Source: an optimization exercise on an open RTL-to-GDS flow (aim: small area). Production flows keep margins and buffers that such runs may drop.
Function was checked by simulation only, so behaviour that the tests miss may differ from the original.
Power is estimated from default activity; no workload was simulated. The flow treats the clock pin as an ideal source, which a real chip does not have.

### flow/design.v
`default_nettype none
module mips_multicycle_core #(
    parameter logic [31:0] RESET_PC        = 32'h0000_0000,
    parameter bit          HALT_ON_ILLEGAL = 1'b1,
    parameter int unsigned WAIT_LIMIT      = 0
) (
    input  logic        clk,
    input  logic        rst_n,
    output logic        imem_req,
    output logic [31:0] imem_addr,
    input  logic [31:0] imem_rdata,
    input  logic        imem_ready,
    output logic        dmem_req,
    output logic        dmem_we,
    output logic [31:0] dmem_addr,
    output logic [31:0] dmem_wdata,
    input  logic [31:0] dmem_rdata,
    input  logic        dmem_ready,
    output logic [31:0] pc,
    output logic        retire,
    output logic        halted
);
    localparam logic [5:0] OP_RTYPE = 6'h00;
    localparam logic [5:0] OP_J     = 6'h02;
    localparam logic [5:0] OP_BEQ   = 6'h04;
    localparam logic [5:0] OP_BNE   = 6'h05;
    localparam logic [5:0] OP_ADDI  = 6'h08;
    localparam logic [5:0] OP_LW    = 6'h23;
    localparam logic [5:0] OP_SW    = 6'h2B;
    localparam logic [5:0] FN_ADD   = 6'h20;
    localparam logic [5:0] FN_SUB   = 6'h22;
    localparam logic [5:0] FN_AND   = 6'h24;
    localparam logic [5:0] FN_OR    = 6'h25;
    localparam logic [5:0] FN_SLT   = 6'h2A;
    localparam logic [2:0] C_R    = 3'b000;
    localparam logic [2:0] C_ADDI = 3'b001;
    localparam logic [2:0] C_J    = 3'b010;
    localparam logic [2:0] C_LW   = 3'b100;
    localparam logic [2:0] C_SW   = 3'b101;
    localparam logic [2:0] C_BEQ  = 3'b110;
    localparam logic [2:0] C_BNE  = 3'b111;
    typedef enum logic [3:0] {
        S_CLR   = 4'd0,
        S_FETCH = 4'd1,
        S_WAITX = 4'd2,
        S_X1    = 4'd3,
        S_X2    = 4'd4,
        S_X3    = 4'd5,
        S_FIX   = 4'd6,
        S_MEM   = 4'd7,
        S_WAITM = 4'd8,
        S_WB    = 4'd9,
        S_HALT  = 4'd10
    } state_t;
    state_t      state_q, state_d;
    logic [4:0]  cnt_q;
    logic [2:0]  cls_q;         
    logic [25:0] ir_q;          
    logic [31:2] a_q;           
    logic [31:0] w_q;           
    logic [31:0] p_q;           
    logic        c_q;           
    logic        pc_c_q;        
    logic        eq_q, lt_q, mis_q;
    logic        ibit_q1, ibit_q2;
    logic [31:0] rf_q [1:31];
    logic [5:0] f_op, f_fn;
    logic [2:0] f_cls;
    logic       f_legal;
    assign f_op = imem_rdata[31:26];
    assign f_fn = imem_rdata[5:0];
    always_comb begin
        f_legal = 1'b1;
        f_cls   = C_R;
        case (f_op)
            OP_RTYPE: f_legal = (f_fn == FN_ADD) || (f_fn == FN_SUB) || (f_fn == FN_AND) ||
                                (f_fn == FN_OR)  || (f_fn == FN_SLT);
            OP_J:     f_cls = C_J;
            OP_BEQ:   f_cls = C_BEQ;
            OP_BNE:   f_cls = C_BNE;
            OP_ADDI:  f_cls = C_ADDI;
            OP_LW:    f_cls = C_LW;
            OP_SW:    f_cls = C_SW;
            default:  f_legal = 1'b0;
        endcase
    end
    logic [4:0] rs, rt, rd;
    logic       is_r, is_addi, is_j, is_mem, is_lw, is_sw, is_br, is_bne;
    logic       fn_sub, fn_slt, fn_and, fn_or;
    assign rs      = ir_q[25:21];
    assign rt      = ir_q[20:16];
    assign rd      = ir_q[15:11];
    assign is_r    = (cls_q == C_R);
    assign is_addi = (cls_q == C_ADDI);
    assign is_j    = (cls_q == C_J);
    assign is_mem  = cls_q[2] && !cls_q[1];
    assign is_lw   = (cls_q == C_LW);
    assign is_sw   = (cls_q == C_SW);
    assign is_br   = cls_q[2] && cls_q[1];
    assign is_bne  = cls_q[0];
    assign fn_sub  = ir_q[1];              
    assign fn_slt  = ir_q[3];
    assign fn_and  = ir_q[2] && !ir_q[0];
    assign fn_or   = ir_q[2] && ir_q[0];
    logic first, last;
    logic rbit;                  
    logic ibit;                  
    assign first = (cnt_q == 5'd0);
    assign last  = (cnt_q == 5'd31);
    logic [4:0] rsel;
    assign rsel = (state_q == S_X1) ? rt : rs;
    always_comb begin
        rbit = 1'b0;
        for (int i = 1; i < 32; i++)
            if (rsel == 5'(i)) rbit = rf_q[i][0];
    end
    logic [31:0] ir_ext;
    assign ir_ext = {6'd0, ir_q};
    assign ibit = (cnt_q[4] && !is_j) ? ir_q[15] : ir_ext[cnt_q];
    logic alu_b, alu_binv, alu_cin, alu_sum, alu_cout, alu_out;
    assign alu_b    = is_r ? w_q[0] : ibit;
    assign alu_binv = is_r && fn_sub;
    assign alu_cin  = first ? alu_binv : c_q;
    assign alu_sum  = rbit ^ alu_b ^ alu_binv ^ alu_cin;
    assign alu_cout = (rbit & (alu_b ^ alu_binv)) | (alu_cin & (rbit ^ alu_b ^ alu_binv));
    always_comb begin
        if (!is_r)       alu_out = alu_sum;
        else if (fn_and) alu_out = rbit & alu_b;
        else if (fn_or)  alu_out = rbit | alu_b;
        else if (fn_slt) alu_out = 1'b0;
        else             alu_out = alu_sum;
    end
    logic lt_now;
    assign lt_now = (rbit ^ w_q[0]) ? rbit : alu_sum;
    logic pc_add, pc_cin, pc_sum, pc_cout;
    assign pc_add  = (state_q == S_X3) && (eq_q ^ is_bne) && ibit_q2;
    assign pc_cin  = (cnt_q == 5'd2) ? 1'b1 : pc_c_q;
    assign pc_sum  = a_q[2] ^ pc_add ^ pc_cin;
    assign pc_cout = (a_q[2] & pc_add) | (pc_cin & (a_q[2] ^ pc_add));
    logic mis_d;
    assign mis_d = first ? alu_sum : (mis_q | alu_sum);
    logic rf_we, rf_wbit, clr;
    logic a_en, a_in;
    logic w_en, w_in;
    logic p_we;
    always_comb begin
        state_d = state_q;
        retire  = 1'b0;
        clr     = 1'b0;
        rf_we   = 1'b0;
        rf_wbit = alu_out;
        a_en    = 1'b0;
        a_in    = pc_sum;
        w_en    = 1'b0;
        w_in    = w_q[0];
        p_we    = 1'b0;
        case (state_q)
            S_CLR: begin
                clr  = 1'b1;
                a_en = (cnt_q >= 5'd2);
                a_in = RESET_PC[cnt_q];
                if (last) state_d = S_FETCH;
            end
            S_FETCH: begin
                if (imem_ready) state_d = f_legal ? S_WAITX : S_HALT;
            end
            S_WAITX: begin
                if (last) state_d = S_X1;
            end
            S_X1: begin
                w_en = 1'b1;
                w_in = rbit;
                if (last) state_d = S_X2;
            end
            S_X2: begin
                retire = (cnt_q == 5'd2);
                w_en   = 1'b1;
                rf_we  = is_r || is_addi;
                a_en   = (cnt_q >= 5'd2) && !is_br;
                if (is_mem)                         a_in = alu_sum;
                else if (is_j && cnt_q < 5'd28)     a_in = ibit_q2;
                p_we   = 1'b1;
                if (is_mem && cnt_q == 5'd1 && mis_d) state_d = S_HALT;
                else if (last) begin
                    if (is_mem)                 state_d = S_MEM;
                    else if (is_br)             state_d = S_X3;
                    else if (is_r && fn_slt)    state_d = S_FIX;
                    else                        state_d = S_FETCH;
                end
            end
            S_X3: begin
                a_en = (cnt_q >= 5'd2);
                if (last) state_d = S_FETCH;
            end
            S_FIX: begin
                rf_we   = 1'b1;
                rf_wbit = lt_q;
                state_d = S_FETCH;
            end
            S_MEM: begin
                if (dmem_ready) state_d = S_WAITM;
            end
            S_WAITM: begin
                if (last) state_d = S_WB;
            end
            S_WB: begin
                rf_we   = is_lw;
                rf_wbit = w_q[0];
                w_en    = 1'b1;
                a_en    = (cnt_q >= 5'd2);
                a_in    = p_q[0];
                if (last) state_d = S_FETCH;
            end
            default: state_d = S_HALT;
        endcase
    end
    assign imem_req   = (state_q == S_FETCH);
    assign imem_addr  = {a_q, 2'b00};
    assign dmem_req   = (state_q == S_MEM);
    assign dmem_we    = is_sw;
    assign dmem_addr  = {a_q, 2'b00};
    assign dmem_wdata = w_q;
    assign pc         = {a_q, 2'b00};
    assign halted     = (state_q == S_HALT);
    always_ff @(posedge clk or negedge rst_n) begin
        if (!rst_n) begin
            state_q <= S_CLR;
            cnt_q   <= 5'd0;
        end else begin
            state_q <= state_d;
            cnt_q   <= cnt_q + 5'd1;
        end
    end
    always_ff @(posedge clk) begin
        c_q     <= alu_cout;
        pc_c_q  <= pc_cout;
        mis_q   <= mis_d;
        ibit_q1 <= ibit;
        ibit_q2 <= ibit_q1;
        if (state_q == S_X2) eq_q <= (first ? 1'b1 : eq_q) & (rbit == w_q[0]);
        if (last) lt_q <= lt_now;
        if (state_q == S_FETCH && imem_ready) begin
            cls_q <= f_cls;
            ir_q  <= imem_rdata[25:0];
        end
        if (a_en) a_q <= {a_in, a_q[31:3]};
        if (state_q == S_MEM && dmem_ready) w_q <= dmem_rdata;
        else if (w_en)                      w_q <= {w_in, w_q[31:1]};
        p_q <= {p_we ? pc_sum : p_q[0], p_q[31:1]};
    end
    logic [3:0] wsel_hi;
    logic [7:0] wsel_lo;
    logic [4:0] widx;
    logic       wdat;
    assign widx = is_r ? rd : rt;
    assign wdat = rf_wbit & !clr;
    always_comb begin
        for (int h = 0; h < 4; h++) wsel_hi[h] = clr || (rf_we && widx[4:3] == 2'(h));
        for (int l = 0; l < 8; l++) wsel_lo[l] = clr || (widx[2:0] == 3'(l));
    end
    for (genvar i = 1; i < 32; i++) begin : g_rf
        always_ff @(posedge clk)
            rf_q[i] <= {(wsel_hi[i/8] && wsel_lo[i%8]) ? wdat : rf_q[i][0], rf_q[i][31:1]};
    end
endmodule
`default_nettype wire
### flow/flow/run.sh
#!/bin/bash
# Standard layout, with port buffers of the smallest buffer cell and a CTS
# with larger sink clusters and no dummy loads.
set -euo pipefail
export BUFFER_PORTS_ARGS="-buffer_cell sky130_fd_sc_hd__buf_1"
export CTS_ARGS="-sink_clustering_enable -repair_clock_nets -dont_use_dummy_load -sink_clustering_size 30 -sink_clustering_max_diameter 80"
bash standard.sh > standard_flow.log 2>&1
### flow/standard.sh
#!/bin/bash
# synth_recipe.tcl (not shown) runs the flow's synth.tcl, then flattens the netlist and writes it again
# the make line also repeats each setting of config.mk as NAME=value (left out here)
make -C /OpenROAD-flow-scripts/flow DESIGN_CONFIG=/design/flow/config.mk WORK_HOME=/design/flow/orfs CLKGATE_MAP_FILE= SYNTH_SCRIPT=/design/flow/synth_recipe.tcl "${@:-finish}"
### flow/config.mk
export PLATFORM = sky130hd
export DESIGN_NAME = mips_multicycle_core
export DESIGN_NICKNAME = mips_multicycle_core
export VERILOG_FILES = /design/flow/design.v
export SDC_FILE = /design/flow/constraint.sdc
export NUM_CORES = 4
export LEC_CHECK = 0
export ABC_AREA = 1
export CAP_MARGIN = 20
export CORE_MARGIN = 2
export CORE_UTILIZATION = 60
export PLACE_DENSITY = 0.65
export SLEW_MARGIN = 20
### flow/constraint.sdc
create_clock -name core_clock -period 10.0 [get_ports {clk}]
set_input_delay 2.0000 -clock core_clock [delete_from_list [all_inputs] [get_ports {clk}]]
set_output_delay 2.0000 -clock core_clock [all_outputs]
set_load 0.01 [all_outputs]
==> results of run 1 <==
-- where the power goes --
| group | switching, uW | total [uW] | internal (uW) |
|---|---|---|---|
| Sequential | 478 | 6610 | 6130 |
| Clock | 1210 | 2040 | 828 |
| Combinational | 727 | 1010 | 279 |
| Total | 2410 | 9650 | 7240 |
-- cells in the mapped netlist (2+ instances only) --
master | number | area share, %
a21oi_1 | 50 | 0.93
a31oi_1 | 34 | 0.79
and3_1 | 2 | 0.046
buf_2 | 2 | 0.037
buf_4 | 66 | 1.8
buf_6 | 2 | 0.083
clkbuf_1 | 18 | 0.25
dfrtp_1 | 9 | 0.83
dfxtp_1 | 1029 | 76
edfxtp_1 | 93 | 10
ha_1 | 7 | 0.32
inv_1 | 77 | 1.1
nand2_1 | 177 | 2.5
nand2_2 | 8 | 0.19
nand2_4 | 13 | 0.54
nand3_1 | 43 | 0.80
nand3b_1 | 2 | 0.056
nand4_1 | 8 | 0.19
nor2_1 | 66 | 0.92
nor2_2 | 2 | 0.046
nor2_4 | 3 | 0.13
nor3_1 | 3 | 0.056
o211ai_1 | 5 | 0.14
o21ai_0 | 36 | 0.67
o21ai_1 | 2 | 0.037
xor2_1 | 2 | 0.065
-- layer usage --
metal,track usage (%),part of all wire (%)
met2,27.0,44
met4,5.30,2.4
met5,0,0
met3,3.19,4.2
met1,24.8,49
-- registers in the layout, indices dropped and copies added (netlist names) --
register	flops
cnt_q	5
pc_c_q	1
p_q	32
w_q	32
ibit_q1	1
eq_q	1
ir_q	26
a_q	30
mis_q	1
state_q	4
c_q	1
cls_q	3
lt_q	1
ibit_q2	1
rf_q	992
-- cell families (layout without fill, tap and decap cells) --
logic type,Yosys count,in the layout
xor gates and xnor gates,3,3
AOI/OAI and AO/OA,141,141
buffers and inverters,169,327
and+or+nand+nor,331,331
adders and majority gates,8,8
DFF,1131,1131
other,1,7
-- worst reg2reg max path: cells and delay by family, from the launching register on --
| kind | cells | cell delay (ns) |
|---|---|---|
| AND/OR/NAND/NOR | 21 | 2.46 |
| buffers and inverters | 4 | 0.53 |
| flip-flops | 1 | 0.41 |
| AO/OA/AOI/OAI | 6 | 0.98 |
| XOR/XNOR | 1 | 0.13 |
| adder cells (fa/ha/maj) | 2 | 0.59 |
-- area by class of cell --
| class | instances | area, um2 | share of cell area (%) |
|---|---|---|---|
| Clock buffer | 46 | 1150 | 3.96 |
| Inverter | 81 | 308 | 1.06 |
| Multi-Input combinational cell | 489 | 2490 | 8.56 |
| Antenna cell | 1 | 2.50 | 0.00860 |
| Tap cell | 592 | 741 | 2.55 |
| Timing Repair Buffer | 200 | 773 | 2.66 |
| Sequential cell | 1131 | 23600 | 81.2 |
-- through the flow --
stage                     cells  worst slack [ns]
after floorplan            1789              5.96
after global placement     2493              4.84
after detailed placement   2493              4.75
after CTS                  2539              4.70
after global routing       2539              4.19
final                      2540              4.78
-- how the worst max path moves through the flow --
stage / end / slack (ns)
2_1_floorplan: state_q[0] / 5.96
3_3_place_gp: state_q[0] / 4.84
3_5_place_dp: state_q[0] / 4.75
4_1_cts: state_q[0] / 4.70
5_1_grt: state_q[0] / 4.19
6_report: state_q[0] / 4.78
==> impl_metrics.prom, run 1 <==
# TYPE chip_impl_metric gauge
chip_impl_info{name="synth_top_family_by_area",value="simple AND/OR/NAND/NOR gates"} 1
chip_impl_metric{name="leakagePower",unit="uW"} 0.0116
chip_impl_metric{name="floorplan.initialDensity",unit="%"} 60.9
chip_impl_metric{name="global_route_wire_length_before_repair",unit="um"} 62800
chip_impl_info{name="layout.cells.most_common",value="dfxtp_1"} 1
chip_impl_metric{name="drt-wirelength-per-cell",unit="um"} 15.7
chip_impl_metric{name="fin_nets",unit=""} 2025
chip_impl_metric{name="cp_num_cells",unit=""} 34
chip_impl_metric{name="cts.htree.levels",unit=""} 2
chip_impl_info{name="cpMaxStageDelayCell",value="o21ai_4"} 1
chip_impl_metric{name="number_of_maximum_capacitance_constraint_violations",unit=""} 0
chip_impl_metric{name="hold-worst-slack",unit="ns"} 0.280
chip_impl_info{name="min-delay-start",value="p_q[22]"} 1
chip_impl_metric{name="floorplan.die.height",unit="um"} 216
chip_impl_metric{name="clock_tree.buffer_depth",unit=""} 3
chip_impl_metric{name="grt_start_max_net_pins",unit=""} 35
chip_impl_metric{name="timing.critical_path.buf_inv",unit=""} 4
chip_impl_metric{name="antenna_violations_before_repair",unit=""} 2
chip_impl_metric{name="cts_post_setup_buffers_inserted",unit=""} 0
chip_impl_metric{name="period_minus_slack",unit="ns"} 5.22
chip_impl_info{name="hold-path-endpoint",value="p_q[21]"} 1
chip_impl_metric{name="global_route.overflow_total",unit=""} 0
chip_impl_metric{name="worst_reg2reg_path_length_in_cells",unit=""} 34
chip_impl_metric{name="fmax",unit="MHz"} 192
chip_impl_metric{name="average_cell_area_after_synthesis",unit="um2"} 15.1
chip_impl_info{name="r2r_end",value="state_q[0]"} 1
chip_impl_metric{name="post_synth_fa_ha_maj_area_fraction",unit="%"} 0.399
chip_impl_metric{name="fp.dieArea",unit="um2"} 46700
chip_impl_metric{name="cp_data_required_time",unit="ns"} 10.47
chip_impl_info{name="layout_common_cells",value="dfxtp_1 (1029), buf_1 (194), nand2_1 (177)"} 1
chip_impl_info{name="holdCritPathClass",value="reg -> reg"} 1
chip_impl_metric{name="post_dp_cell_area",unit="um2"} 27900
chip_impl_info{name="cts.root.buffer_cell",value="clkbuf_16"} 1
chip_impl_info{name="outcome",value="complete, no violations"} 1
chip_impl_metric{name="timing.final.crit_share",unit="%"} 52.2
chip_impl_info{name="worst_path_most_repeated_cell",value="nand2_1"} 1
chip_impl_metric{name="cts_hold_repair.buffers",unit=""} 0
chip_impl_metric{name="dpl.hpwl",unit="um"} 25300
chip_impl_metric{name="drive_above_1_share",unit="%"} 4.62
chip_impl_metric{name="cp_data_arrival_time",unit="ns"} 5.69
chip_impl_info{name="crit_type",value="reg -> reg"} 1
chip_impl_info{name="rr_startpoint",value="state_q[2]"} 1
chip_impl_info{name="cts_tree",value="built"} 1
chip_impl_metric{name="ys_types",unit=""} 51
chip_impl_metric{name="gp_congestion",unit=""} 0.884
chip_impl_metric{name="gr-usage-all-layers",unit="%"} 17.3
chip_impl_info{name="crit_start",value="state_q[2]"} 1
chip_impl_info{name="crit_family",value="simple AND/OR/NAND/NOR gates"} 1
chip_impl_metric{name="cts.clk_slew.worst_paths",unit="ns"} 0.10
chip_impl_metric{name="area_growth",unit="%"} 7.80
chip_impl_metric{name="synth-seq-cells",unit=""} 1131
chip_impl_metric{name="vdd.ir_drop.worst",unit="mV"} 0.244
chip_impl_metric{name="fin_area",unit="um2"} 29100
chip_impl_metric{name="rows",unit=""} 77
chip_impl_metric{name="syn_area",unit="um2"} 27000
chip_impl_metric{name="cpPeakStageDelay",unit="ns"} 0.45
chip_impl_metric{name="first_global_vias",unit=""} 11432
chip_impl_metric{name="finalSetupTns",unit="ns"} 0
chip_impl_metric{name="clk-insertion-delay-late",unit="ns"} 0.62
chip_impl_metric{name="ioPinCount",unit=""} 201
chip_impl_metric{name="synth_area_in_compound_gates",unit="%"} 3.01
chip_impl_metric{name="finalMaxSlewViolations",unit=""} 0
chip_impl_metric{name="finalClockSkew",unit="ns"} 0.0885
chip_impl_metric{name="post_synth_xor_area_fraction",unit="%"} 0.0974
chip_impl_metric{name="fillerInstances",unit=""} 3144
chip_impl_metric{name="synth.yosys.seq_area_share",unit="%"} 87.5
chip_impl_metric{name="fin_total_pwr",unit="uW"} 9650
chip_impl_metric{name="timing_worst_slew_pin_value",unit="ns"} 0.897
chip_impl_metric{name="finalSetupViolCount",unit=""} 0
chip_impl_metric{name="critPathMaxFanout",unit=""} 20
chip_impl_metric{name="drt-vias-per-instance",unit=""} 4.64
chip_impl_metric{name="timing.reg2reg.setup_slack",unit="ns"} 4.78
chip_impl_metric{name="count_of_port_buffers_added_during_placement",unit=""} 194
chip_impl_metric{name="cts-resized-gates",unit=""} 0
chip_impl_metric{name="slew_headroom",unit="%"} 40.1
chip_impl_metric{name="synthCells",unit=""} 1784
chip_impl_metric{name="powerDensity",unit="nW/um2"} 332
chip_impl_metric{name="numCtsBuffers",unit=""} 46
chip_impl_metric{name="synth-simple-area-share",unit="%"} 5.59
chip_impl_metric{name="yosys-mux-area-fraction",unit="%"} 0
chip_impl_metric{name="async_reset_ff_share",unit="%"} 0.796
chip_impl_metric{name="edff_count_synth",unit=""} 93
chip_impl_metric{name="synth_warnings",unit=""} 2
chip_impl_metric{name="firstDrtPassIters",unit=""} 6
chip_impl_info{name="synth_top_flop_cell",value="dfxtp_1"} 1
chip_impl_info{name="rsz0062_at_grt",value="false"} 1
chip_impl_metric{name="final-hold-violation-count",unit=""} 0
chip_impl_metric{name="detailedRoute.firstIterationViolations",unit=""} 627
chip_impl_metric{name="x_dimension_of_the_die",unit="um"} 216
chip_impl_metric{name="postRouteWirelength",unit="um"} 39800
chip_impl_info{name="critPathLaunchType",value="register"} 1
chip_impl_info{name="worstSetupEndpointType",value="register"} 1
chip_impl_metric{name="hold_depth",unit=""} 0
chip_impl_metric{name="core_area",unit="um2"} 44300
chip_impl_metric{name="cts.sinks",unit=""} 1131
chip_impl_metric{name="route.antenna.remaining_nets",unit=""} 0
chip_impl_metric{name="fin_util",unit="%"} 65.6
chip_impl_metric{name="drc_errors",unit=""} 0
chip_impl_metric{name="via_count",unit=""} 11778
==> run 2: changes to the inputs <==
--- a/flow/config.mk
+++ b/flow/config.mk
@@ -9,5 +9,5 @@
 export CAP_MARGIN = 20
 export CORE_MARGIN = 2
-export CORE_UTILIZATION = 60
-export PLACE_DENSITY = 0.65
+export CORE_UTILIZATION = 70
+export PLACE_DENSITY = 0.75
 export SLEW_MARGIN = 20
==> run 2 against run 1 <==
Still clean. Via count is 3.4% higher. Die area is 14% lower. Worst hold slack worse by 0.0095 ns. Synthesized area stayed put. Register-to-register slack better by 0.02 ns. Setup slack better by 0.018 ns. Non-clock buffer count is 1 higher. Clock skew is 0.014 ns higher. Design area is 0.43% lower. Combinational power hardly changed. First-iteration DRC count is 13% higher. Utilization is 11 points higher. Critical path type unchanged. Critical endpoint unchanged. Highest routed layer is now met5.
==> impl_metrics.prom, run 2 <==
# TYPE chip_impl_metric gauge
chip_impl_info{name="crit_start",value="state_q[2]"} 1
chip_impl_metric{name="finalMaxSlewViolations",unit=""} 0
chip_impl_metric{name="global_route.overflow_total",unit=""} 0
chip_impl_metric{name="number_of_flip_flops_under_the_largest_register_name",unit=""} 992
chip_impl_metric{name="worst_reg2reg_path_length_in_cells",unit=""} 34
chip_impl_metric{name="antenna_violations_before_repair",unit=""} 2
chip_impl_metric{name="postRouteWirelength",unit="um"} 46100
chip_impl_info{name="holdCritPathClass",value="reg -> reg"} 1
chip_impl_metric{name="timing.reg2reg.setup_slack",unit="ns"} 4.80
chip_impl_info{name="ys_top_cells_by_area",value="dfxtp_1 (76%), edfxtp_1 (10%), nand2_1 (2.5%)"} 1
chip_impl_info{name="max_flop_register",value="rf_q"} 1
chip_impl_metric{name="cts.clk_slew.worst_paths",unit="ns"} 0.10
chip_impl_info{name="layout_common_cells",value="dfxtp_1 (1029), buf_1 (194), nand2_1 (177)"} 1
chip_impl_metric{name="cts.sinks",unit=""} 1131
chip_impl_info{name="crit_family",value="simple AND/OR/NAND/NOR gates"} 1
chip_impl_info{name="outcome",value="complete, no violations"} 1
chip_impl_metric{name="fin_total_pwr",unit="uW"} 9790
chip_impl_metric{name="post-place-ws",unit="ns"} 4.84
chip_impl_metric{name="fin_nets",unit=""} 2025
chip_impl_info{name="worstSetupEndpointType",value="register"} 1
chip_impl_metric{name="synth_warnings",unit=""} 2
chip_impl_metric{name="global_route_wire_length_before_repair",unit="um"} 71800
chip_impl_metric{name="x_dimension_of_the_die",unit="um"} 200
chip_impl_metric{name="core_area",unit="um2"} 37800
chip_impl_info{name="rsz0062_at_grt",value="false"} 1
chip_impl_info{name="critPathLaunchType",value="register"} 1
chip_impl_metric{name="drt-wirelength-per-cell",unit="um"} 18.8
chip_impl_metric{name="timing.final.crit_share",unit="%"} 52.0
chip_impl_metric{name="first_global_vias",unit=""} 12738
chip_impl_info{name="largest_registers",value="rf_q: 992 flops, p_q: 32 flops, w_q: 32 flops"} 1
chip_impl_metric{name="cts_post_setup_buffers_inserted",unit=""} 0
chip_impl_metric{name="edff_count_synth",unit=""} 93
chip_impl_metric{name="leakagePower",unit="uW"} 0.0116
chip_impl_info{name="worst_path_most_repeated_cell",value="nand2_1"} 1
chip_impl_metric{name="setup_slack",unit="ns"} 4.80
chip_impl_metric{name="ioPinCount",unit=""} 201
chip_impl_metric{name="clock_tree.buffer_depth",unit=""} 3
chip_impl_metric{name="floorplan.initialDensity",unit="%"} 71.3
chip_impl_metric{name="cp_data_arrival_time",unit="ns"} 5.68
chip_impl_metric{name="grt_start_max_net_pins",unit=""} 35
chip_impl_metric{name="detailedRoute.firstIterationViolations",unit=""} 711
chip_impl_metric{name="cts.htree.levels",unit=""} 2
chip_impl_info{name="crit_type",value="reg -> reg"} 1
chip_impl_info{name="layout.cells.most_common",value="dfxtp_1"} 1
chip_impl_metric{name="fin_util",unit="%"} 76.5
chip_impl_info{name="synthMostInstantiatedCell",value="dfxtp_1"} 1
chip_impl_metric{name="drc_errors",unit=""} 0
chip_impl_metric{name="drive_above_1_share",unit="%"} 4.57
chip_impl_info{name="r2r_end",value="state_q[0]"} 1
chip_impl_metric{name="syn_area",unit="um2"} 27000
chip_impl_info{name="cts.root.buffer_cell",value="clkbuf_16"} 1
chip_impl_metric{name="synthCells",unit=""} 1784
chip_impl_metric{name="finalSetupTns",unit="ns"} 0
chip_impl_metric{name="cts-resized-gates",unit=""} 0
chip_impl_metric{name="synth_top_cell_area_share",unit="%"} 76.4
chip_impl_metric{name="async_reset_ff_share",unit="%"} 0.796
chip_impl_metric{name="dpl.hpwl",unit="um"} 27100
chip_impl_metric{name="timing_worst_slew_pin_value",unit="ns"} 0.906
chip_impl_metric{name="number_of_maximum_capacitance_constraint_violations",unit=""} 0
chip_impl_metric{name="period_minus_slack",unit="ns"} 5.20
chip_impl_metric{name="vdd.ir_drop.worst",unit="mV"} 0.245
chip_impl_metric{name="cp_data_required_time",unit="ns"} 10.48
chip_impl_metric{name="area_growth",unit="%"} 7.34
chip_impl_info{name="synth_commonest_cells",value="dfxtp_1 (1029), nand2_1 (177), edfxtp_1 (93), inv_1 (77)"} 1
chip_impl_metric{name="synth.yosys.seq_area_share",unit="%"} 87.5
chip_impl_metric{name="final-hold-violation-count",unit=""} 0
chip_impl_metric{name="route.antenna.remaining_nets",unit=""} 0
chip_impl_metric{name="critPathMaxFanout",unit=""} 20
chip_impl_metric{name="drt-vias-per-instance",unit=""} 4.95
chip_impl_metric{name="fmax",unit="MHz"} 192
chip_impl_metric{name="rows",unit=""} 71
chip_impl_metric{name="firstDrtPassIters",unit=""} 5
chip_impl_info{name="cpMaxStageDelayCell",value="o21ai_4"} 1
chip_impl_metric{name="timing.critical_path.buf_inv",unit=""} 4
chip_impl_info{name="endpoint",value="state_q[0]"} 1
chip_impl_metric{name="via_count",unit=""} 12175
chip_impl_metric{name="gp_congestion",unit=""} 0.878
chip_impl_metric{name="powerDensity",unit="nW/um2"} 338
chip_impl_info{name="rr_startpoint",value="state_q[2]"} 1
chip_impl_metric{name="finalSetupViolCount",unit=""} 0
chip_impl_metric{name="fp.dieArea",unit="um2"} 40100
chip_impl_metric{name="slew_headroom",unit="%"} 39.5
chip_impl_info{name="synth_top_cell_by_area",value="dfxtp_1"} 1
chip_impl_info{name="synth_top_flop_cell",value="dfxtp_1"} 1
chip_impl_metric{name="cts_hold_repair.buffers",unit=""} 0
chip_impl_metric{name="num_antenna_cells",unit=""} 0
chip_impl_metric{name="cpPeakStageDelay",unit="ns"} 0.46
chip_impl_metric{name="finalClockSkew",unit="ns"} 0.102
chip_impl_metric{name="synth-seq-cells",unit=""} 1131
chip_impl_metric{name="ys_types",unit=""} 51
chip_impl_metric{name="count_of_port_buffers_added_during_placement",unit=""} 194
chip_impl_metric{name="gr-usage-all-layers",unit="%"} 23.5
chip_impl_metric{name="numCtsBuffers",unit=""} 45
chip_impl_metric{name="floorplan.die.height",unit="um"} 200
chip_impl_metric{name="cp_num_cells",unit=""} 34
chip_impl_info{name="cts_tree",value="built"} 1
chip_impl_metric{name="average_cell_area_after_synthesis",unit="um2"} 15.1
chip_impl_metric{name="clk-insertion-delay-late",unit="ns"} 0.62
==> run 2: cells by family (layout without fill, tap and decap cells) <==
| group | count (synthesis) | in the layout | share of synthesized area [%] |
|---|---|---|---|
| buffers and inverters | 169 | 327 | 3.35 |
| AND/OR/NAND/NOR | 331 | 331 | 5.59 |
| adder cells (fa/ha/maj) | 8 | 8 | 0.399 |
| AO/OA/AOI/OAI | 141 | 141 | 3.01 |
| flip-flops | 1131 | 1131 | 87.5 |
| XOR/XNOR | 3 | 3 | 0.0974 |
| other | 1 | 6 | 0.0139 |
==> run 2: metal layers <==
metal  part of all wire (%)  GRT usage [%]  vias up  wire length, um
met4                    2.7           7.80        4             1230
met2                     51           41.4      329            23400
met3                    4.3           3.56       89             1980
li1                       -              -     5900                -
met1                     42           30.0     5853            19500
met5                  0.061              0        -               28
==> run 2: report_power, final <==
part           internal [uW]  switching, uW
clock network            813           1230
registers               6140            584
logic                    281            742
total                   7230           2560
==> run 2: worst min path at each step <==
stage	endpoint	slack, ns	cells after the start	from
detailed placement	rf_q[17][27]	0.31	0	rf_q[17][28]
global placement	rf_q[11][26]	0.31	0	rf_q[11][27]
floorplan	ibit_q2	0.31	0	ibit_q1
CTS	ibit_q2	0.27	0	ibit_q1
global route	ibit_q2	0.29	0	ibit_q1
finish	ibit_q2	0.27	0	ibit_q1
==> run 2: layout make-up <==
class | count | area (um2)
sequential | 1131 | 23600
inverter | 81 | 308
tap | 511 | 639
timing repair buffer | 201 | 781
clock buffer | 45 | 1130
multi-input combinational | 489 | 2490
fill | 2119 | 8890
==> run 2: stage by stage <==
stage	hold slack (ns)	area [um2]	cells
after global routing	0.289	29000	2458
after floorplan	0.310	27000	1789
after global placement	0.310	27800	2413
final	0.270	29000	2458
after CTS	0.273	29000	2458
after detailed placement	0.312	27800	2413
==> run 3: changes to the inputs <==
==> flow/flow/run.sh (replaced) <==
#!/bin/bash
# Standard layout, with port buffers of the smallest buffer cell and a CTS
# with larger sink clusters and no dummy loads.
set -euo pipefail
export BUFFER_PORTS_ARGS="-buffer_cell sky130_fd_sc_hd__buf_1"
export CTS_ARGS="-sink_clustering_enable -repair_clock_nets -dont_use_dummy_load -sink_clustering_size 35 -sink_clustering_max_diameter 80"
bash standard.sh > standard_flow.log 2>&1
--- a/flow/config.mk
+++ b/flow/config.mk
@@ -7,7 +7,8 @@
 export LEC_CHECK = 0
 export ABC_AREA = 1
-export CAP_MARGIN = 20
+export CAP_MARGIN = 0
 export CORE_MARGIN = 2
 export CORE_UTILIZATION = 70
+export GPL_TIMING_DRIVEN = 0
 export PLACE_DENSITY = 0.75
-export SLEW_MARGIN = 20
+export SLEW_MARGIN = 0
==> run 3 against run 2 <==
Still clean. First-iteration DRC count up 25%. Clock power shrank 6%. Sequential cell count unchanged. Global-route usage rose by 0.75 points. Clock skew is 0.032 ns lower. Design area increased by 1.4%. Sequential share of layout area fell by 1.2 points. Utilization is 1.1 points higher. Synthesized area did not move. Critical path type unchanged. Largest cell class unchanged. Largest power group unchanged.
==> impl_metrics.prom, run 3 <==
# TYPE chip_impl_metric gauge
chip_impl_metric{name="cpPeakStageDelay",unit="ns"} 0.58
chip_impl_metric{name="drt-met1-wl",unit="um"} 20100
chip_impl_info{name="holdCritPathClass",value="reg -> reg"} 1
chip_impl_metric{name="timing.final.crit_share",unit="%"} 59.1
chip_impl_metric{name="floorplan.initialDensity",unit="%"} 71.3
chip_impl_info{name="synthMostInstantiatedCell",value="dfxtp_1"} 1
chip_impl_metric{name="clock_tree.buffer_depth",unit=""} 3
chip_impl_metric{name="cts_hold_repair.buffers",unit=""} 0
chip_impl_metric{name="timing.critical_path.buf_inv",unit=""} 6
chip_impl_metric{name="dp.cells",unit=""} 2495
chip_impl_metric{name="drc_errors",unit=""} 0
chip_impl_metric{name="drive_above_1_share",unit="%"} 7.27
chip_impl_metric{name="hold-worst-slack",unit="ns"} 0.285
chip_impl_metric{name="core_area",unit="um2"} 37800
chip_impl_info{name="route.top_layer_used",value="met5"} 1
chip_impl_metric{name="drt-vias-per-instance",unit=""} 5.00
chip_impl_metric{name="antenna_violations_before_repair",unit=""} 2
chip_impl_metric{name="gr-usage-all-layers",unit="%"} 24.2
chip_impl_info{name="cts_tree",value="built"} 1
chip_impl_info{name="layout_common_cells",value="dfxtp_1 (1029), buf_1 (194), nand2_1 (177)"} 1
chip_impl_metric{name="timing.reg2reg.setup_slack",unit="ns"} 4.09
chip_impl_metric{name="synth.yosys.seq_area_share",unit="%"} 87.5
chip_impl_metric{name="dr_wl_met3",unit="um"} 2590
chip_impl_metric{name="first_global_vias",unit=""} 12896
chip_impl_metric{name="clk-insertion-delay-late",unit="ns"} 0.60
chip_impl_metric{name="final-hold-violation-count",unit=""} 0
chip_impl_info{name="max_flop_register",value="rf_q"} 1
chip_impl_metric{name="cts.sinks",unit=""} 1131
chip_impl_metric{name="finalSetupViolCount",unit=""} 0
chip_impl_metric{name="number_of_maximum_capacitance_constraint_violations",unit=""} 0
chip_impl_metric{name="cts.clk_slew.worst_paths",unit="ns"} 0.12
chip_impl_info{name="ys_top_cells_by_area",value="dfxtp_1 (76%), edfxtp_1 (10%), nand2_1 (2.5%)"} 1
chip_impl_metric{name="finished_layout_cells",unit=""} 2535
chip_impl_metric{name="period_minus_slack",unit="ns"} 5.91
chip_impl_metric{name="synth_warnings",unit=""} 2
chip_impl_metric{name="area_growth",unit="%"} 8.89
chip_impl_metric{name="power.internal",unit="uW"} 7260
chip_impl_metric{name="worst_reg2reg_path_length_in_cells",unit=""} 36
chip_impl_metric{name="grt_start_max_net_pins",unit=""} 36
chip_impl_metric{name="pwr-share-seq",unit="%"} 67.7
chip_impl_metric{name="via_count",unit=""} 12681
chip_impl_metric{name="critPathMaxFanout",unit=""} 10
chip_impl_metric{name="cp_data_arrival_time",unit="ns"} 6.29
chip_impl_metric{name="fin_nets",unit=""} 2101
chip_impl_metric{name="leakagePower",unit="uW"} 0.0119
chip_impl_info{name="cpMaxStageDelayCell",value="clkbuf_1"} 1
chip_impl_metric{name="gp_congestion",unit=""} 0.911
chip_impl_metric{name="edff_count_synth",unit=""} 93
chip_impl_metric{name="firstDrtPassIters",unit=""} 7
chip_impl_info{name="crit_family",value="simple AND/OR/NAND/NOR gates"} 1
chip_impl_metric{name="global_route_wire_length_before_repair",unit="um"} 73900
chip_impl_metric{name="postRouteWirelength",unit="um"} 48200
chip_impl_metric{name="ioPinCount",unit=""} 201
chip_impl_metric{name="numCtsBuffers",unit=""} 39
chip_impl_metric{name="p_comb_share",unit="%"} 12.9
chip_impl_info{name="synth_top_cell_by_area",value="dfxtp_1"} 1
chip_impl_metric{name="cp_num_cells",unit=""} 36
chip_impl_metric{name="route.antenna.remaining_nets",unit=""} 0
chip_impl_metric{name="ys_types",unit=""} 51
chip_impl_metric{name="cts.htree.levels",unit=""} 2
chip_impl_metric{name="met2_wirelength",unit="um"} 23800
chip_impl_metric{name="cts-resized-gates",unit=""} 0
chip_impl_metric{name="syn_area",unit="um2"} 27000
chip_impl_info{name="r2r_end",value="rf_q[21][31]"} 1
chip_impl_metric{name="floorplan.die.height",unit="um"} 200
chip_impl_metric{name="cp_data_required_time",unit="ns"} 10.38
chip_impl_metric{name="finalMaxSlewViolations",unit=""} 0
chip_impl_metric{name="fillerInstances",unit=""} 2006
chip_impl_info{name="synth_top_flop_cell",value="dfxtp_1"} 1
chip_impl_info{name="largest_registers",value="rf_q: 992 flops, p_q: 32 flops, w_q: 32 flops"} 1
chip_impl_metric{name="global_route.overflow_total",unit=""} 0
chip_impl_metric{name="fp.dieArea",unit="um2"} 40100
chip_impl_info{name="layout.cells.most_common",value="dfxtp_1"} 1
chip_impl_info{name="endpoint",value="rf_q[21][31]"} 1
chip_impl_info{name="cts.root.buffer_cell",value="clkbuf_16"} 1
chip_impl_metric{name="fmax",unit="MHz"} 169
chip_impl_metric{name="finalClockSkew",unit="ns"} 0.0700
chip_impl_metric{name="p_switching",unit="uW"} 2620
chip_impl_info{name="crit_start",value="state_q[1]"} 1
chip_impl_info{name="worstSetupEndpointType",value="register"} 1
chip_impl_info{name="rsz0062_at_grt",value="false"} 1
chip_impl_info{name="rr_startpoint",value="state_q[1]"} 1
chip_impl_metric{name="slew_headroom",unit="%"} 40.3
chip_impl_metric{name="sw_frac_of_total",unit="%"} 26.5
chip_impl_metric{name="cts_post_setup_buffers_inserted",unit=""} 0
chip_impl_metric{name="average_cell_area_after_synthesis",unit="um2"} 15.1
chip_impl_metric{name="x_dimension_of_the_die",unit="um"} 200
chip_impl_metric{name="synth_top_cell_area_share",unit="%"} 76.4
chip_impl_metric{name="powerDensity",unit="nW/um2"} 336
chip_impl_info{name="outcome",value="complete, no violations"} 1
chip_impl_metric{name="number_of_flip_flops_under_the_largest_register_name",unit=""} 992
chip_impl_info{name="crit_type",value="reg -> reg"} 1
chip_impl_metric{name="detailedRoute.firstIterationViolations",unit=""} 891
chip_impl_info{name="worst_path_most_repeated_cell",value="nand2_1"} 1
chip_impl_metric{name="timing_worst_slew_pin_value",unit="ns"} 0.894
chip_impl_info{name="synth_commonest_cells",value="dfxtp_1 (1029), nand2_1 (177), edfxtp_1 (93), inv_1 (77)"} 1
chip_impl_info{name="critPathLaunchType",value="register"} 1
chip_impl_metric{name="vdd.ir_drop.worst",unit="mV"} 0.255
chip_impl_metric{name="clock_power_share",unit="%"} 19.4
chip_impl_metric{name="synthCells",unit=""} 1784
chip_impl_metric{name="fin_total_pwr",unit="uW"} 9880
chip_impl_metric{name="count_of_port_buffers_added_during_placement",unit=""} 194
chip_impl_metric{name="async_reset_ff_share",unit="%"} 0.796
chip_impl_metric{name="rows",unit=""} 71
chip_impl_metric{name="finalSetupTns",unit="ns"} 0
chip_impl_metric{name="synth-seq-cells",unit=""} 1131
chip_impl_metric{name="drt-wirelength-per-cell",unit="um"} 19.0
chip_impl_metric{name="dpl.hpwl",unit="um"} 30000
chip_impl_metric{name="fin_util",unit="%"} 77.6
## run 3: cell counts after synthesis
Identical to the previous run, type by type.
## run 3: cells by family after synthesis
family | synth area share (%)
compound gates | 3.01
other cells | 0.0139
simple gates | 5.59
buf+inv | 3.35
fa+ha+maj | 0.399
xor+xnor | 0.0974
flops | 87.5
## run 3: worst register-to-register path, delay by kind of cell (launching register included)
kind	cells	cell delay, ns
and+or+nand+nor	23	2.32
buffers and inverters	6	1.15
AOI/OAI and AO/OA	4	1.05
adders and majority gates	2	0.62
DFF	1	0.46
xor gates and xnor gates	1	0.13
## run 3: final cells by class
cell class                 instances  area (um2)  area share, %
antenna                            1        2.50        0.00852
buffer                            88         596           2.03
clock buffer                      39         976           3.32
inverter                          81         308           1.05
multi-input combinational        489        2490           8.49
sequential                      1131       23600           80.4
tap                              511         639           2.18
timing repair buffer             195         743           2.53
## run 3: worst min-delay path by stage
stage / endpoint / from / cells after the start
after detailed placement: rf_q[14][30] / rf_q[14][31] / 0
final: rf_q[2][21] / rf_q[2][22] / 0
after floorplan: ibit_q2 / ibit_q1 / 0
after global routing: rf_q[31][27] / rf_q[31][28] / 0
after global placement: rf_q[8][0] / rf_q[8][1] / 0
after CTS: rf_q[2][21] / rf_q[2][22] / 0
## run 3: metal layers
metal / vias to the layer above / global-route usage (%)
li1: 6064 / -
met1: 6012 / 31.7
met2: 485 / 41.5
met3: 118 / 3.61
met4: 2 / 8.97
met5: - / 0
## run 3: through the flow
stage | setup WS, ns | cell area (um2)
detailed placement | 4.40 | 28400
global placement | 4.41 | 28400
CTS | 4.24 | 29400
floorplan | 5.96 | 27000
global route | 3.86 | 29400
finish | 4.09 | 29400
## run 3: power by group through the flow
stage	logic, uW	registers [uW]	clock network [uW]
after floorplan	738	6550	0
after global placement	1190	6640	0
after detailed placement	1220	6740	0
after CTS	1250	6720	1960
after global routing	1350	6810	2090
final	1270	6690	1920

==> re-timing with driven ports <==
How much do the figures lean on ideal ports? The routed layouts below were timed once more, with nothing changed but the port constraints.
Step 1: set_driving_cell puts a clkbuf_16 on clk and a buf_2 on each other input, an assumption about the parent block.
Step 2 times the ports against the registers' clock, not the clock port: input delays grow and output delays shrink by t, the midpoint of the rising clock arrivals with the driver on.
Slacks: ideal / step 1 / step 2; pairs: ideal / step 1.
run	t (ns)	setup WS [ns]	worst setup path at the end	worst register clock-pin slew, ns	worst slew at a driven data input, ns
run 1	0.625	4.780 / 4.780 / 4.780	register to register	0.11 / 0.11	0.06
run 2	0.626	4.797 / 4.797 / 4.797	register to register	0.11 / 0.11	0.07
run 3	0.625	4.091 / 4.091 / 4.091	register to register	0.12 / 0.12	0.06
After both steps setup and hold are still met in every run listed.
